Source: an optimization exercise on an open RTL-to-GDS flow (aim: small area and a short achievable clock period). Production flows keep margins and buffers that such runs may drop.
Only simulation tests tie the RTL to the original design; equivalence was not proved.
Power is estimated from default activity; no workload was simulated.

==> juniper <==
// mips_id_top
module mips_id_top (
    input  logic        clk,
    input  logic        arst_n,
    input  logic        in_valid,
    input  logic [31:0] in_inst,
    input  logic [31:0] in_pc4,
    input  logic        wb_en,
    input  logic [4:0]  wb_addr,
    input  logic [31:0] wb_data,
    input  logic        credit_return,
    output logic        in_ready,
    output logic        out_valid,
    output logic [31:0] out_inst,
    output logic [31:0] out_rs_val,
    output logic [31:0] out_rt_val,
    output logic [31:0] out_imm,
    output logic [31:0] out_do,
    output logic        out_jump,
    output logic [31:0] out_target
);
    logic [31:0] rs_val, rt_val;
    logic [31:0] target_pre, do_pre;
    logic [31:0] inst_q, rs_q, do_q;
    logic        zext, jabs, jreg, link, lui, slt, cmp_imm, cmp_signed, uncond;
    logic        regimm, beq, bne, blez, bgtz, cmp_rt, j_lt, j_eq, j_gt;
    logic [3:0]  cmp_l, cmp_g, cmp_l_q, cmp_g_q;
    logic [3:0]  flags, flags_q;
    logic        imm_hi_q;
    logic        lt;
    register_file register_file_i (
        .clk(clk), .arst_n(arst_n),
        .rs_addr(in_inst[25:21]), .rt_addr(in_inst[20:16]),
        .wb_en(wb_en), .wb_addr(wb_addr), .wb_data(wb_data),
        .rs_val(rs_val), .rt_val(rt_val)
    );
    id_control in_ctl_i (
  ...
==> flow/config.mk <==
export PLATFORM = sky130hd
export DESIGN_NAME = mips_id_top
export DESIGN_NICKNAME = mips_id_top
export VERILOG_FILES = /design/flow/design.v
export SDC_FILE = /design/flow/constraint.sdc
export NUM_CORES = 4
export LEC_CHECK = 0
export CAP_MARGIN = 20
export CORE_MARGIN = 2
export CORE_UTILIZATION = 35
export CTS_CLUSTER_DIAMETER = 70
export CTS_CLUSTER_SIZE = 20
export SETUP_SLACK_MARGIN = 2.2
export SLEW_MARGIN = 20
export SYNTH_HIERARCHICAL = 1
==> flow/constraint.sdc <==
create_clock -name core_clock -period 5.5 [get_ports {clk}]
set_input_delay 1.1000 -clock core_clock [delete_from_list [all_inputs] [get_ports {clk}]]
set_output_delay 1.1000 -clock core_clock [all_outputs]
set_load 0.01 [all_outputs]
standard.sh (not shown) runs the stock make flow with config.mk's settings and CLKGATE_MAP_FILE= SYNTH_SCRIPT=/design/flow/synth_recipe.tcl, a recipe that flattens the netlist after the stock synthesis.
==> flow/flow/run.sh <==
#!/bin/bash
# The standard layout (the standard.sh, unchanged synthesis and flow steps), except that
# the input and output ports are buffered with the smallest buffer, sky130_fd_sc_hd__buf_1,
# instead of the delay buffer the resizer picks by default. Timing repair still upsizes the
# port buffers that lie on critical paths. The whole make output goes to standard_flow.log;
# ORFS keeps each step's log under orfs/logs/.
set -euo pipefail
export BUFFER_PORTS_ARGS="-buffer_cell sky130_fd_sc_hd__buf_1"
bash standard.sh > standard_flow.log 2>&1
==> inputs of harbor, as changes to juniper <==
==> flow/run.sh (new file) <==
#!/bin/bash
# synth_recipe.tcl (not shown) runs the flow's synth.tcl, then flattens the netlist and writes it again
# the make line also repeats each setting of config.mk as NAME=value (left out here)
make -C /OpenROAD-flow-scripts/flow DESIGN_CONFIG=/design/flow/config.mk WORK_HOME=/design/flow/orfs CLKGATE_MAP_FILE= SYNTH_SCRIPT=/design/flow/synth_recipe.tcl finish
Settings changed: CTS_CLUSTER_DIAMETER 70 to not set, CTS_CLUSTER_SIZE 20 to not set.
removed: flow/flow/run.sh
removed: flow/standard.sh
==> inputs of garnet, as changes to juniper <==
==> flow/flow/run.sh (replaced) <==
#!/bin/bash
# The standard layout (the standard.sh, unchanged synthesis and flow steps), except that
# the input and output ports are buffered with a small buffer, sky130_fd_sc_hd__buf_2,
# instead of the delay buffer the resizer picks by default. Timing repair still upsizes the
# port buffers that lie on critical paths. The whole make output goes to standard_flow.log;
# ORFS keeps each step's log under orfs/logs/.
set -euo pipefail
export BUFFER_PORTS_ARGS="-buffer_cell sky130_fd_sc_hd__buf_2"
bash standard.sh > standard_flow.log 2>&1
==> inputs of zinc, as changes to juniper <==
==> flow/flow/run.sh (replaced) <==
#!/bin/bash
# The standard layout (the standard.sh, unchanged synthesis and flow steps), except that
# the input and output ports are buffered with a small buffer, sky130_fd_sc_hd__buf_2,
# instead of the delay buffer the resizer picks by default. Timing repair still upsizes the
# port buffers that lie on critical paths. The whole make output goes to standard_flow.log;
# ORFS keeps each step's log under orfs/logs/.
set -euo pipefail
export BUFFER_PORTS_ARGS="-buffer_cell sky130_fd_sc_hd__buf_2"
bash standard.sh > standard_flow.log 2>&1
Settings changed: CTS_CLUSTER_DIAMETER 70 to not set, CTS_CLUSTER_SIZE 20 to not set.
==> run_results.csv <==
group,metric,value,unit
final_layout,instances_no_fill,5875,
cts,clkTransAtPathRegs,0.09,ns
power_and_ir_drop,leakage,20.7,nW
status,status,"finished clean",
power_and_ir_drop,power_switching,5.22,mW
# the run above: juniper

==> run_results.csv <==
group,metric,value,unit
status,status,"finished clean",
timing,holdWs,0.521,ns
setup_path,cp-end-kind,"flip-flop",
power_and_ir_drop,leakage,21.4,nW
cts,clkTransAtPathRegs,0.08,ns
power_and_ir_drop,power_switching,5.04,mW
placement,dpl_cell_area,56100,um^2
hold_path,holdPathEnd,"register_file_i.valid[21]",
final_layout,instances_no_fill,5823,
# the run above: garnet

==> run_results.csv <==
group,metric,value,unit
status,status,"finished clean",
final_layout,instances_no_fill,5997,
power_and_ir_drop,leakage,22.7,nW
cts,clkTransAtPathRegs,0.07,ns
power_and_ir_drop,power_switching,5.39,mW
# the run above: harbor

==> run_results.csv <==
group,metric,value,unit
status,status,"finished clean",
power_and_ir_drop,leakage,22.0,nW
power_and_ir_drop,power_switching,5.33,mW
power_and_ir_drop,p_seq_share,48.0,%
final_layout,instances_no_fill,5876,
cts,clkTransAtPathRegs,0.06,ns
# the run above: zinc


* * *

==> inputs of run a <==
Starting RTL as in the previous note.
==> flow/design.v (excerpt) <==
module mips_id_top (
    input  logic        clk,
    input  logic        arst_n,
    input  logic        in_valid,
    input  logic [31:0] in_inst,
    input  logic [31:0] in_pc4,
    input  logic        wb_en,
    input  logic [4:0]  wb_addr,
    input  logic [31:0] wb_data,
    input  logic        credit_return,
    output logic        in_ready,
    output logic        out_valid,
    output logic [31:0] out_inst,
    output logic [31:0] out_rs_val,
    output logic [31:0] out_rt_val,
    output logic [31:0] out_imm,
    output logic [31:0] out_do,
    output logic        out_jump,
    output logic [31:0] out_target
);
    logic [31:0] rs_val, rt_val;
    logic [31:0] target_pre, do_pre;
    logic [31:0] inst_q, rs_q, do_q;
    logic        zext, jabs, jreg, link, lui, slt, cmp_imm, cmp_signed, uncond;
    logic        regimm, beq, bne, blez, bgtz, cmp_rt, j_lt, j_eq, j_gt;
    logic [3:0]  cmp_l, cmp_g, cmp_l_q, cmp_g_q;
    logic [3:0]  flags, flags_q;
    logic        imm_hi_q;
    logic        lt;
    register_file register_file_i (
        .clk(clk), .arst_n(arst_n),
        .rs_addr(in_inst[25:21]), .rt_addr(in_inst[20:16]),
        .wb_en(wb_en), .wb_addr(wb_addr), .wb_data(wb_data),
  ...
Settings: LEC_CHECK=0, CAP_MARGIN=20, CORE_MARGIN=2, CORE_UTILIZATION=35, SETUP_SLACK_MARGIN=2.4, SLEW_MARGIN=20, SYNTH_HIERARCHICAL=1; clock period 5.5 ns.
==> flow/flow/run.sh <==
#!/bin/bash
# The standard layout (the standard.sh, unchanged synthesis and flow steps), except that
# the input and output ports are buffered with the smallest buffer, sky130_fd_sc_hd__buf_1,
# instead of the delay buffer the resizer picks by default. Timing repair still upsizes the
# port buffers that lie on critical paths. The whole make output goes to standard_flow.log;
# ORFS keeps each step's log under orfs/logs/.
set -euo pipefail
export BUFFER_PORTS_ARGS="-buffer_cell sky130_fd_sc_hd__buf_1"
bash standard.sh > standard_flow.log 2>&1
==> run b (differences from run a) <==
==> flow/run.sh (new file) <==
#!/bin/bash
# synth_recipe.tcl (not shown) runs the flow's synth.tcl, then flattens the netlist and writes it again
# the make line also repeats each setting of config.mk as NAME=value (left out here)
make -C /OpenROAD-flow-scripts/flow DESIGN_CONFIG=/design/flow/config.mk WORK_HOME=/design/flow/orfs CLKGATE_MAP_FILE= SYNTH_SCRIPT=/design/flow/synth_recipe.tcl finish
removed: flow/flow/run.sh
removed: flow/standard.sh
==> run c (differences from run a) <==
==> flow/run.sh (new file) <==
#!/bin/bash
# synth_recipe.tcl (not shown) runs the flow's synth.tcl, then flattens the netlist and writes it again
# the make line also repeats each setting of config.mk as NAME=value (left out here)
make -C /OpenROAD-flow-scripts/flow DESIGN_CONFIG=/design/flow/config.mk WORK_HOME=/design/flow/orfs CLKGATE_MAP_FILE= SYNTH_SCRIPT=/design/flow/synth_recipe.tcl finish
- CTS_CLUSTER_DIAMETER: not set -> 70
- CTS_CLUSTER_SIZE: not set -> 20
- SETUP_SLACK_MARGIN: 2.4 -> 2.2
removed: flow/flow/run.sh
removed: flow/standard.sh
==> run summary <==
status timing/DRC/antenna clean; Sequential cell area 0.03413 mm²; first-pass GRT wire length 284700 µm; GP Congestion 0.9736; overall routed net length 211900 µm; Tot GR Track Use 27.35%; Post-DP Area 0.05647 mm²; power in the clock group 8.17 mW; number of cells on the worst reg-to-reg path 11
[end of results for run a]
==> run summary <==
clock buf count 104; status timing/DRC/antenna clean; multi-input logic portion of the cell area 26.14%; Critical Path Sink id_stage_i.cmp_l_q[3]; Tot GR Track Use 28.15%; power in the clock group 6.77 mW; first-pass GRT wire length 291400 µm; Sequential cell area 0.03413 mm²; Synth warnings 14; Post-DP Area 0.05844 mm²; GP Congestion 0.9159
[end of results for run c]
==> run summary <==
Sequential cell area 0.03414 mm²; VDD IR-drop max 265.7 µV; power in the clock group 8.37 mW; Post-DP Area 0.05847 mm²; Post-layout nets 4087; Tot GR Track Use 27.55%; GR met3 Demand/Resource 9.556%; GP Congestion 0.9384; DRC viols 0; first-pass GRT wire length 287200 µm; total CTS buffers 121; via count 40.37k; Max FO, Critical Path 7; status timing/DRC/antenna clean
[end of results for run b]

==> re-timing with driven ports <==
The results above use ideal ports. As a check the final layouts listed here were re-extracted and re-timed, cells and wires unchanged. Step 1 sets driving cells, clkbuf_16 on the clock port and buf_2 on the other inputs (assumed; they add their load-dependent delay and slew). Step 2 also shifts input and output timing later by t, the mid clock arrival at the registers, as if the neighbouring blocks saw the same clock. Three values: ideal ports, drivers, drivers and shift; two values: the first two.
run	t, ns	setup slack, ns	worst setup path after step 2	latest minus earliest clock arrival (ns)
juniper	0.823	1.959 / 2.011 / 1.189	input to register	0.047 / 0.047
harbor	0.845	2.065 / 2.099 / 1.253	input to register	0.029 / 0.029
garnet	0.772	2.050 / 2.084 / 1.311	input to register	0.047 / 0.047
zinc	0.819	2.078 / 2.096 / 1.277	input to register	0.040 / 0.040
run a	0.839	2.034 / 2.053 / 1.214	input to register	0.043 / 0.043
run b	0.837	2.198 / 2.176 / 1.390	input to register	0.045 / 0.045
run c	0.817	2.074 / 2.088 / 1.271	input to register	0.059 / 0.058
After both steps setup and hold are still met in every run listed. For run a, which loses most, drivers alone change the setup slack by +0.019 ns; drivers and shift together by -0.820 ns.
